Source: an optimization exercise on an open RTL-to-GDS flow (aim: small area, a short achievable clock period and few clock cycles per item). Production flows keep margins and buffers that such runs may drop.
Power and IR drop assume default switching activity.

Design proportional_glyph_tile_packer_core, start of the top module:
module proportional_glyph_tile_packer_core #(
  parameter int unsigned MAX_TILES = 32
) (
  input  logic        clk,
  input  logic        rst,
  input  logic        glyph_valid,
  output logic        glyph_ready,
  input  logic        glyph_command,
  input  logic [3:0]  glyph_glyph_width,
  input  logic [2:0]  glyph_row_number,
  input  logic [31:0] glyph_upper_glyph_row,
  input  logic [31:0] glyph_lower_glyph_row,
  output logic        tile_valid,
  input  logic        tile_ready,
  output logic [4:0]  tile_tile_slot,
  output logic [2:0]  tile_out_row_number,
  output logic [31:0] tile_upper_tile_row,
  output logic [31:0] tile_lower_tile_row,
  output logic        tile_string_done
);
For scale: roughly 670 flip-flops, about 150 I/O pins, about 19000 µm² of cells after synthesis.
==> module proportional_glyph_tile_packer_core, before the edit <==
module proportional_glyph_tile_packer_core #(
  parameter int unsigned MAX_TILES = 32
) (
  input  logic        clk,
  input  logic        rst,
  input  logic        glyph_valid,
  output logic        glyph_ready,
  input  logic        glyph_command,
  input  logic [3:0]  glyph_glyph_width,
  input  logic [2:0]  glyph_row_number,
  input  logic [31:0] glyph_upper_glyph_row,
  input  logic [31:0] glyph_lower_glyph_row,
  output logic        tile_valid,
  input  logic        tile_ready,
  output logic [4:0]  tile_tile_slot,
  output logic [2:0]  tile_out_row_number,
  output logic [31:0] tile_upper_tile_row,
  output logic [31:0] tile_lower_tile_row,
  output logic        tile_string_done
);
  localparam int unsigned SLOT_W = (MAX_TILES > 1) ? $clog2(MAX_TILES) : 1;
  localparam logic [SLOT_W-1:0] SLOT_LAST = SLOT_W'(MAX_TILES - 1);
  logic        in_valid;
  logic        in_cmd;
  logic [3:0]  in_w;
  logic [2:0]  in_row;
  logic [31:0] in_u, in_l;
  logic [2:0]        phase;      
  logic [2:0]        fill;
  logic [SLOT_W-1:0] slot;
  logic        out_valid;
  logic [4:0]  out_slot;
  logic [2:0]  out_row;
  logic [31:0] out_upper, out_lower;
  logic        out_done;
  logic [31:0] head_u, head_l, wb_u, wb_l, res_u, res_l;
  logic [3:0] w_eff;
  logic [3:0] total;
  logic       last;
  logic       emit, wr, step, commit;
  logic [7:0] keep_out, take_out, keep_wb, take_wb, take_carry;
  logic       fill_en;
  logic [2:0] fill_next;
  assign w_eff   = (in_w > 4'd8) ? 4'd8 : in_w;
  assign total   = {1'b0, fill} + w_eff;
  assign last    = (in_row == LAST_ROW);
  logic  at_head;    
  always_comb begin
    for (int c = 0; c < COLS; c++) begin
      take_out[c]   = (4'(c) >= {1'b0, fill}) && (in_cmd == CMD_PAD || 4'(c) < total);
      take_carry[c] = (4'(c + 8) < total);
    end
  end
  assign keep_out = {COLS{fill != 3'd0}};
  assign emit     = (in_cmd == CMD_PAD) ? (fill != 3'd0) : total[3];
  assign wr       = (in_cmd == CMD_PAD) ? (fill != 3'd0) : 1'b1;
  logic rdy_free;    
  assign step        = at_head && (!out_valid || tile_ready);
  assign commit      = step && wr;
  assign glyph_ready = rdy_free || (at_head && tile_ready);
  always_comb begin
    if (!commit) begin
      keep_wb = '1;
      take_wb = '0;
    end else if (in_cmd == CMD_GLYPH && total[3]) begin
      keep_wb = '0;
      take_wb = take_carry;
    end else begin
      keep_wb = keep_out;
      take_wb = take_out;
    end
  end
  always_comb begin
    fill_en   = step && last;
    fill_next = (in_cmd == CMD_PAD) ? 3'd0 : total[2:0];
  end
  pgtp_merge u_merge (
    .fill      (fill),
    .row_upper (in_u),
    .row_lower (in_l),
    .buf_upper (head_u),
    .buf_lower (head_l),
    .keep_wb   (keep_wb),
    .take_wb   (take_wb),
    .keep_out  (keep_out),
    .take_out  (take_out),
    .wb_upper  (wb_u),
    .wb_lower  (wb_l),
    .res_upper (res_u),
    .res_lower (res_l)
  );
  pgtp_row_store u_store (
    .clk        (clk),
    .wb_upper   (wb_u),
    .wb_lower   (wb_l),
    .head_upper (head_u),
    .head_lower (head_l)
  );
  logic       nx_in_valid, nx_out_valid, nx_head;
  logic [2:0] nx_row;
  always_comb begin
    nx_in_valid  = glyph_ready ? glyph_valid : in_valid;
    nx_row       = (glyph_ready && glyph_valid) ? glyph_row_number : in_row;
    nx_out_valid = (step && emit) || (out_valid && !tile_ready);
    nx_head      = nx_in_valid && (nx_row == phase + 3'd1);
  end
  always_ff @(posedge clk) begin
    if (rst) begin
      rdy_free <= 1'b1;
      at_head  <= 1'b0;
    end else begin
      rdy_free <= !nx_in_valid || (nx_head && !nx_out_valid);
      at_head  <= nx_head;
    end
  end
  always_ff @(posedge clk) begin
    if (rst) begin
      in_valid <= 1'b0;
    end else if (glyph_ready) begin
      in_valid <= glyph_valid;
    end
  end
  always_ff @(posedge clk) begin
    if (glyph_ready && glyph_valid) begin
      in_cmd <= glyph_command;
      in_w   <= glyph_glyph_width;
      in_row <= glyph_row_number;
      in_u   <= glyph_upper_glyph_row;
      in_l   <= glyph_lower_glyph_row;
    end
  end
  always_ff @(posedge clk) begin
    if (rst) begin
      phase <= 3'd0;
      fill  <= 3'd0;
      slot  <= '0;
    end else begin
      phase <= phase + 3'd1;
      if (fill_en) begin
        fill <= fill_next;
        if (in_cmd == CMD_PAD) begin
          slot <= '0;
        end else if (total[3]) begin
          slot <= (slot == SLOT_LAST) ? '0 : slot + 1'b1;
        end
      end
    end
  end
  always_ff @(posedge clk) begin
    if (rst) begin
      out_valid <= 1'b0;
    end else if (step && emit) begin
      out_valid <= 1'b1;
    end else if (tile_ready) begin
      out_valid <= 1'b0;
    end
  end
  always_ff @(posedge clk) begin
    if (step && emit) begin
      out_slot  <= 5'(slot);
      out_row   <= in_row;
      out_upper <= res_u;
      out_lower <= res_l;
      out_done  <= (in_cmd == CMD_PAD) && last;
    end
  end
  assign tile_valid          = out_valid;
  assign tile_tile_slot      = out_slot;
  assign tile_out_row_number = out_row;
  assign tile_upper_tile_row = out_upper;
  assign tile_lower_tile_row = out_lower;
  assign tile_string_done    = out_done;
endmodule
clock: 5.0 ns
lec_check: 0
abc_clock_period_in_ps: 2400
cap_margin: 20
core_margin: 2
core_utilization: 40
setup_slack_margin: 2.6
slew_margin: 20
run.sh (not shown) runs the stock make flow with config.mk's settings and CLKGATE_MAP_FILE= SYNTH_SCRIPT=/design/flow/synth_recipe.tcl, a recipe that flattens the netlist after the stock synthesis.
==> next run, changes <==
--- a/flow/design.v
+++ b/flow/design.v
@@ -124,4 +124,5 @@
   logic [3:0] total;
   logic       last;
+  logic       at_head;
   logic       emit, wr, step, commit;
   logic [7:0] keep_out, take_out, keep_wb, take_wb, take_carry;
@@ -131,5 +132,5 @@
   assign total   = {1'b0, fill} + w_eff;
   assign last    = (in_row == LAST_ROW);
-  logic  at_head;    
+  assign at_head = in_valid && (in_row == phase);
   always_comb begin
     for (int c = 0; c < COLS; c++) begin
@@ -141,8 +142,8 @@
   assign emit     = (in_cmd == CMD_PAD) ? (fill != 3'd0) : total[3];
   assign wr       = (in_cmd == CMD_PAD) ? (fill != 3'd0) : 1'b1;
-  logic rdy_free;    
-  assign step        = at_head && (!out_valid || tile_ready);
+  assign step        = at_head && (!emit || !out_valid || tile_ready);
   assign commit      = step && wr;
-  assign glyph_ready = rdy_free || (at_head && tile_ready);
+  logic rdy_free, rdy_head;
+  assign glyph_ready = rdy_free || (rdy_head && tile_ready);
   always_comb begin
     if (!commit) begin
@@ -183,10 +184,18 @@
     .head_lower (head_l)
   );
-  logic       nx_in_valid, nx_out_valid, nx_head;
-  logic [2:0] nx_row;
+  logic       nx_in_valid, nx_cmd, nx_out_valid, nx_emit, nx_head;
+  logic [3:0] nx_w, nx_total;
+  logic [2:0] nx_row, nx_fill;
+  logic       load;
+  assign load = glyph_ready && glyph_valid;
   always_comb begin
     nx_in_valid  = glyph_ready ? glyph_valid : in_valid;
-    nx_row       = (glyph_ready && glyph_valid) ? glyph_row_number : in_row;
+    nx_cmd       = load ? glyph_command     : in_cmd;
+    nx_w         = load ? glyph_glyph_width : in_w;
+    nx_row       = load ? glyph_row_number  : in_row;
+    nx_fill      = fill_en ? fill_next : fill;
     nx_out_valid = (step && emit) || (out_valid && !tile_ready);
+    nx_total     = {1'b0, nx_fill} + ((nx_w > 4'd8) ? 4'd8 : nx_w);
+    nx_emit      = (nx_cmd == CMD_PAD) ? (nx_fill != 3'd0) : nx_total[3];
     nx_head      = nx_in_valid && (nx_row == phase + 3'd1);
   end
@@ -194,8 +203,8 @@
     if (rst) begin
       rdy_free <= 1'b1;
-      at_head  <= 1'b0;
+      rdy_head <= 1'b0;
     end else begin
-      rdy_free <= !nx_in_valid || (nx_head && !nx_out_valid);
-      at_head  <= nx_head;
+      rdy_free <= !nx_in_valid || (nx_head && (!nx_emit || !nx_out_valid));
+      rdy_head <= nx_head;
     end
   end
After rerunning: Global-route usage decreases by 1.3 points. Sequential power goes up by a few percent. Wire length goes up slightly. Power came out higher by a few percent. Design area barely changes. Count of clock-buffer cells in the layout went down by 10. Worst setup slack is worse by 340 ps.
No functional check of the RTL was part of any run of this note.


## orange
proportional_glyph_tile_packer_core, a different RTL version from the one above (not shown whole).
Size in the first run: roughly 600 flip-flops, ~150 I/O pins, roughly 0.017 sq mm of cells after synthesis.
==> module pgtp_merge_mask, before the edit <==
module pgtp_merge_mask (
  input  logic       pad,
  input  logic [3:0] width,
  input  logic [2:0] fill,
  output logic [7:0] rmask,       
  output logic [2:0] fill_next    
);
  always_comb begin
    for (int c = 0; c < COLS; c++) begin
      rmask[c] = width[3] || (width[2:0] > 3'(3'(c) - fill));
    end
  end
  assign fill_next = pad ? 3'd0 : width[3] ? fill : (fill + width[2:0]);
endmodule
==> module pgtp_merge, before the edit <==
module pgtp_merge (
  input  logic        pad,         
  input  logic        step,        
  input  logic [2:0]  fill,
  input  logic [7:0]  rmask,
  input  logic [31:0] row_upper,
  input  logic [31:0] row_lower,
  input  logic [31:0] buf_upper,
  input  logic [31:0] buf_lower,
  output logic        emit,        
  output logic [31:0] wb_upper,
  output logic [31:0] wb_lower,
  output logic [31:0] res_upper,
  output logic [31:0] res_lower
);
  logic [31:0] rot_u, rot_l;
  logic [7:0]  fill_ge, take_out, take_wb, tw;
  logic        over, keep_out, keep_wb, wr, kw;
  always_comb begin
    for (int c = 0; c < COLS; c++) fill_ge[c] = (3'(c) >= fill);
  end
  assign over     = !pad && rmask[7];
  assign keep_out = (fill != 3'd0);
  assign take_out = pad ? fill_ge : (rmask & fill_ge);
  assign take_wb  = pad ? fill_ge : (rmask & (~fill_ge | {COLS{!over}}));
  assign keep_wb  = pad || (!over && keep_out);
  assign emit     = pad ? keep_out : over;
  assign wr       = pad ? keep_out : 1'b1;
  assign rot_u = ({row_upper, row_upper} << {fill, 2'b00}) >> 32;
  assign rot_l = ({row_lower, row_lower} << {fill, 2'b00}) >> 32;
  assign kw = keep_wb || !(step && wr);
  assign tw = take_wb & {COLS{step && wr}};
  always_comb begin
    for (int c = 0; c < COLS; c++) begin
      wb_upper [PIX_W*c +: PIX_W] = (buf_upper[PIX_W*c +: PIX_W] & {PIX_W{kw}})
                                  | (rot_u[PIX_W*c +: PIX_W]     & {PIX_W{tw[c]}});
      wb_lower [PIX_W*c +: PIX_W] = (buf_lower[PIX_W*c +: PIX_W] & {PIX_W{kw}})
                                  | (rot_l[PIX_W*c +: PIX_W]     & {PIX_W{tw[c]}});
      res_upper[PIX_W*c +: PIX_W] = (buf_upper[PIX_W*c +: PIX_W] & {PIX_W{keep_out}})
                                  | (rot_u[PIX_W*c +: PIX_W]     & {PIX_W{take_out[c]}});
      res_lower[PIX_W*c +: PIX_W] = (buf_lower[PIX_W*c +: PIX_W] & {PIX_W{keep_out}})
                                  | (rot_l[PIX_W*c +: PIX_W]     & {PIX_W{take_out[c]}});
    end
  end
endmodule
==> module proportional_glyph_tile_packer_core, before the edit <==
module proportional_glyph_tile_packer_core #(
  parameter int unsigned MAX_TILES = 32
) (
  input  logic        clk,
  input  logic        rst,
  input  logic        glyph_valid,
  output logic        glyph_ready,
  input  logic        glyph_command,
  input  logic [3:0]  glyph_glyph_width,
  input  logic [2:0]  glyph_row_number,
  input  logic [31:0] glyph_upper_glyph_row,
  input  logic [31:0] glyph_lower_glyph_row,
  output logic        tile_valid,
  input  logic        tile_ready,
  output logic [4:0]  tile_tile_slot,
  output logic [2:0]  tile_out_row_number,
  output logic [31:0] tile_upper_tile_row,
  output logic [31:0] tile_lower_tile_row,
  output logic        tile_string_done
);
  localparam int unsigned SLOT_W = (MAX_TILES > 1) ? $clog2(MAX_TILES) : 1;
  localparam logic [SLOT_W-1:0] SLOT_LAST = SLOT_W'(MAX_TILES - 1);
  logic [2:0]        phase;      
  logic [2:0]        fill;
  logic [SLOT_W-1:0] slot;
  logic        out_valid;
  logic [4:0]  out_slot;
  logic [2:0]  out_row;
  logic [31:0] out_upper, out_lower;
  logic        out_done;
  logic [31:0] head_u, head_l, wb_u, wb_l, res_u, res_l;
  logic [7:0]  rmask;
  logic [2:0]  fill_next;
  logic        emit, step, last, pad;
  assign last = (glyph_row_number == LAST_ROW);
  assign pad  = (glyph_command == CMD_PAD);
  assign glyph_ready = (glyph_row_number == phase) && (!out_valid || tile_ready);
  assign step        = glyph_valid && glyph_ready;
  pgtp_merge_mask u_mask (
    .pad       (pad),
    .width     (glyph_glyph_width),
    .fill      (fill),
    .rmask     (rmask),
    .fill_next (fill_next)
  );
  pgtp_merge u_merge (
    .pad       (pad),
    .step      (step),
    .fill      (fill),
    .rmask     (rmask),
    .row_upper (glyph_upper_glyph_row),
    .row_lower (glyph_lower_glyph_row),
    .buf_upper (head_u),
    .buf_lower (head_l),
    .emit      (emit),
    .wb_upper  (wb_u),
    .wb_lower  (wb_l),
    .res_upper (res_u),
    .res_lower (res_l)
  );
  pgtp_row_store u_store (
    .clk        (clk),
    .wb_upper   (wb_u),
    .wb_lower   (wb_l),
    .head_upper (head_u),
    .head_lower (head_l)
  );
  always_ff @(posedge clk) begin
    if (rst) begin
      phase <= 3'd0;
      fill  <= 3'd0;
      slot  <= '0;
    end else begin
      phase <= phase + 3'd1;
      if (step && last) begin
        fill <= fill_next;
        if (pad) begin
          slot <= '0;
        end else if (emit) begin
          slot <= (slot == SLOT_LAST) ? '0 : slot + 1'b1;
        end
      end
    end
  end
  always_ff @(posedge clk) begin
    if (rst) begin
      out_valid <= 1'b0;
    end else if (step && emit) begin
      out_valid <= 1'b1;
    end else if (tile_ready) begin
      out_valid <= 1'b0;
    end
  end
  always_ff @(posedge clk) begin
    if (step && emit) begin
      out_slot  <= 5'(slot);
      out_row   <= glyph_row_number;
      out_upper <= res_u;
      out_lower <= res_l;
      out_done  <= pad && last;
    end
  end
  assign tile_valid          = out_valid;
  assign tile_tile_slot      = out_slot;
  assign tile_out_row_number = out_row;
  assign tile_upper_tile_row = out_upper;
  assign tile_lower_tile_row = out_lower;
  assign tile_string_done    = out_done;
endmodule
==> flow/config.mk <==
export PLATFORM = sky130hd
export DESIGN_NAME = proportional_glyph_tile_packer_core
export DESIGN_NICKNAME = proportional_glyph_tile_packer_core
export VERILOG_FILES = /design/flow/design.v
export SDC_FILE = /design/flow/constraint.sdc
export NUM_CORES = 4
export LEC_CHECK = 0
export ABC_CLOCK_PERIOD_IN_PS = 2500
export CAP_MARGIN = 20
export CORE_MARGIN = 2
export CORE_UTILIZATION = 45
export CTS_BUF_LIST = sky130_fd_sc_hd__clkbuf_16
export CTS_CLUSTER_DIAMETER = 100
export CTS_CLUSTER_SIZE = 25
export SETUP_SLACK_MARGIN = 2.45
export SLEW_MARGIN = 20
==> flow/constraint.sdc <==
create_clock -name core_clock -period 5.0 [get_ports {clk}]
set_input_delay 1.0000 -clock core_clock [delete_from_list [all_inputs] [get_ports {clk}]]
set_output_delay 1.0000 -clock core_clock [all_outputs]
set_load 0.01 [all_outputs]
standard.sh (not shown) runs the stock make flow with config.mk's settings and CLKGATE_MAP_FILE= SYNTH_SCRIPT=/design/flow/synth_recipe.tcl, a recipe that flattens the netlist after the stock synthesis.
==> flow/flow/run.sh <==
#!/bin/bash
cp standard.sh standard_sh.log
export BUFFER_PORTS_ARGS="-buffer_cell sky130_fd_sc_hd__buf_1"
bash standard.sh > standard.log 2>&1
Both conditions hold for orange: the flow ran to the end and the final layout passed the timing, DRC and antenna checks.
--- input diff orange..purple ---
--- a/flow/design.v
+++ b/flow/design.v
@@ -28,26 +28,35 @@
 `default_nettype none
 import pgtp_pkg::*;
 module pgtp_merge_mask (
   input  logic       pad,
   input  logic [3:0] width,
   input  logic [2:0] fill,
+  input  logic [7:0] fill_hot,    
   output logic [7:0] rmask,       
-  output logic [2:0] fill_next    
-);
-  always_comb begin
+  output logic [2:0] fill_next,   
+  output logic [7:0] fill_hot_next
+);
+  logic [7:0] wt;    
+  always_comb begin
+    for (int j = 0; j < COLS; j++) wt[j] = (width > 4'(j));
     for (int c = 0; c < COLS; c++) begin
-      rmask[c] = width[3] || (width[2:0] > 3'(3'(c) - fill));
+      rmask[c] = 1'b0;
+      for (int f = 0; f < COLS; f++) rmask[c] = rmask[c] | (fill_hot[f] & wt[(c - f) & 7]);
     end
   end
   assign fill_next = pad ? 3'd0 : width[3] ? fill : (fill + width[2:0]);
+  always_comb begin
+    for (int f = 0; f < COLS; f++) fill_hot_next[f] = (fill_next == 3'(f));
+  end
 endmodule
 module pgtp_merge (
   input  logic        pad,         
   input  logic        step,        
   input  logic [2:0]  fill,
+  input  logic [7:0]  fill_hot,    
   input  logic [7:0]  rmask,
   input  logic [31:0] row_upper,
   input  logic [31:0] row_lower,
   input  logic [31:0] buf_upper,
   input  logic [31:0] buf_lower,
   output logic        emit,        
@@ -57,16 +66,19 @@
   output logic [31:0] res_lower
 );
   logic [31:0] rot_u, rot_l;
   logic [7:0]  fill_ge, take_out, take_wb, tw;
   logic        over, keep_out, keep_wb, wr, kw;
   always_comb begin
-    for (int c = 0; c < COLS; c++) fill_ge[c] = (3'(c) >= fill);
+    for (int c = 0; c < COLS; c++) begin
+      fill_ge[c] = 1'b0;
+      for (int f = 0; f <= c; f++) fill_ge[c] = fill_ge[c] | fill_hot[f];
+    end
   end
   assign over     = !pad && rmask[7];
-  assign keep_out = (fill != 3'd0);
+  assign keep_out = !fill_hot[0];
   assign take_out = pad ? fill_ge : (rmask & fill_ge);
   assign take_wb  = pad ? fill_ge : (rmask & (~fill_ge | {COLS{!over}}));
   assign keep_wb  = pad || (!over && keep_out);
   assign emit     = pad ? keep_out : over;
   assign wr       = pad ? keep_out : 1'b1;
   assign rot_u = ({row_upper, row_upper} << {fill, 2'b00}) >> 32;
@@ -133,37 +145,42 @@
   output logic        tile_string_done
 );
   localparam int unsigned SLOT_W = (MAX_TILES > 1) ? $clog2(MAX_TILES) : 1;
   localparam logic [SLOT_W-1:0] SLOT_LAST = SLOT_W'(MAX_TILES - 1);
   logic [2:0]        phase;      
   logic [2:0]        fill;
+  logic [7:0]        fill_hot;   
   logic [SLOT_W-1:0] slot;
   logic        out_valid;
   logic [4:0]  out_slot;
   logic [2:0]  out_row;
   logic [31:0] out_upper, out_lower;
   logic        out_done;
   logic [31:0] head_u, head_l, wb_u, wb_l, res_u, res_l;
   logic [7:0]  rmask;
   logic [2:0]  fill_next;
+  logic [7:0]  fill_hot_next;
   logic        emit, step, last, pad;
   assign last = (glyph_row_number == LAST_ROW);
   assign pad  = (glyph_command == CMD_PAD);
   assign glyph_ready = (glyph_row_number == phase) && (!out_valid || tile_ready);
   assign step        = glyph_valid && glyph_ready;
   pgtp_merge_mask u_mask (
     .pad       (pad),
     .width     (glyph_glyph_width),
-    .fill      (fill),
-    .rmask     (rmask),
-    .fill_next (fill_next)
+    .fill          (fill),
+    .fill_hot      (fill_hot),
+    .rmask         (rmask),
+    .fill_next     (fill_next),
+    .fill_hot_next (fill_hot_next)
   );
   pgtp_merge u_merge (
     .pad       (pad),
     .step      (step),
     .fill      (fill),
+    .fill_hot  (fill_hot),
     .rmask     (rmask),
     .row_upper (glyph_upper_glyph_row),
     .row_lower (glyph_lower_glyph_row),
     .buf_upper (head_u),
     .buf_lower (head_l),
     .emit      (emit),
@@ -179,18 +196,20 @@
     .head_upper (head_u),
     .head_lower (head_l)
   );
   always_ff @(posedge clk) begin
     if (rst) begin
       phase <= 3'd0;
-      fill  <= 3'd0;
-      slot  <= '0;
+      fill     <= 3'd0;
+      fill_hot <= 8'd1;
+      slot     <= '0;
     end else begin
       phase <= phase + 3'd1;
       if (step && last) begin
-        fill <= fill_next;
+        fill     <= fill_next;
+        fill_hot <= fill_hot_next;
         if (pad) begin
           slot <= '0;
         end else if (emit) begin
           slot <= (slot == SLOT_LAST) ? '0 : slot + 1'b1;
         end
       end
--- outcome ---
Worst slack on hold paths for purple: 6.3 ps down relative to orange. purple vs. orange: pin count of the biggest net entering global routing fell by about 20%, cell area went up 620 sq um. Going from orange to purple, adder-cell share of the synthesized area saw a decrease, number of sequential cells picked up an extra about 1.3%, critical path depth saw an increase, clock insertion delay at the later pin of the skew report has increased, internal power consumption higher. purple vs. orange: cell count after placement went up 88; inverter count went down about 70%; routability congestion estimate went up about 8%. For purple, the dominant combinational cell family by area after synthesis was compound AO/OA/AOI/OAI gates, unlike orange, where it was multiplexers. Looking at uppermost metal layer occupied by signal nets, the met5 result is from orange; the met4 one comes from purple.
No functional check of the RTL was part of any run of this note.

[re-timing with driven ports]
No port has a modelled driver above. Below, the same layouts with a new extraction and two added sets of constraints.
Step 1, drivers: a clkbuf_16 drives clk and a buf_2 each remaining input, both assumed.
Step 2, shift: input delay + t, output delay - t, t = (earliest + latest rising clock arrival at the registers) / 2. This alone moves slack from input paths to output paths.
Three values: ideal, step 1, step 2; two values: the first two.
| run | t, ns | slack for setup (ns) | worst slew at a driven data input, ns |
|---|---|---|---|
| the first run of note 1 | 0.665 | 2.334 / 2.334 / 1.962 | 0.05 |
| the second run of note 1 | 0.661 | 1.995 / 1.995 / 1.471 | 0.05 |
| orange | 0.613 | 2.316 / 2.276 / 1.843 | 0.09 |
| purple | 0.628 | 2.271 / 2.273 / 1.645 | 0.07 |
After both steps every run listed still meets setup and hold. The setup slack of purple, which loses most, moves by +0.002 ns with the drivers and by -0.626 ns with both steps.
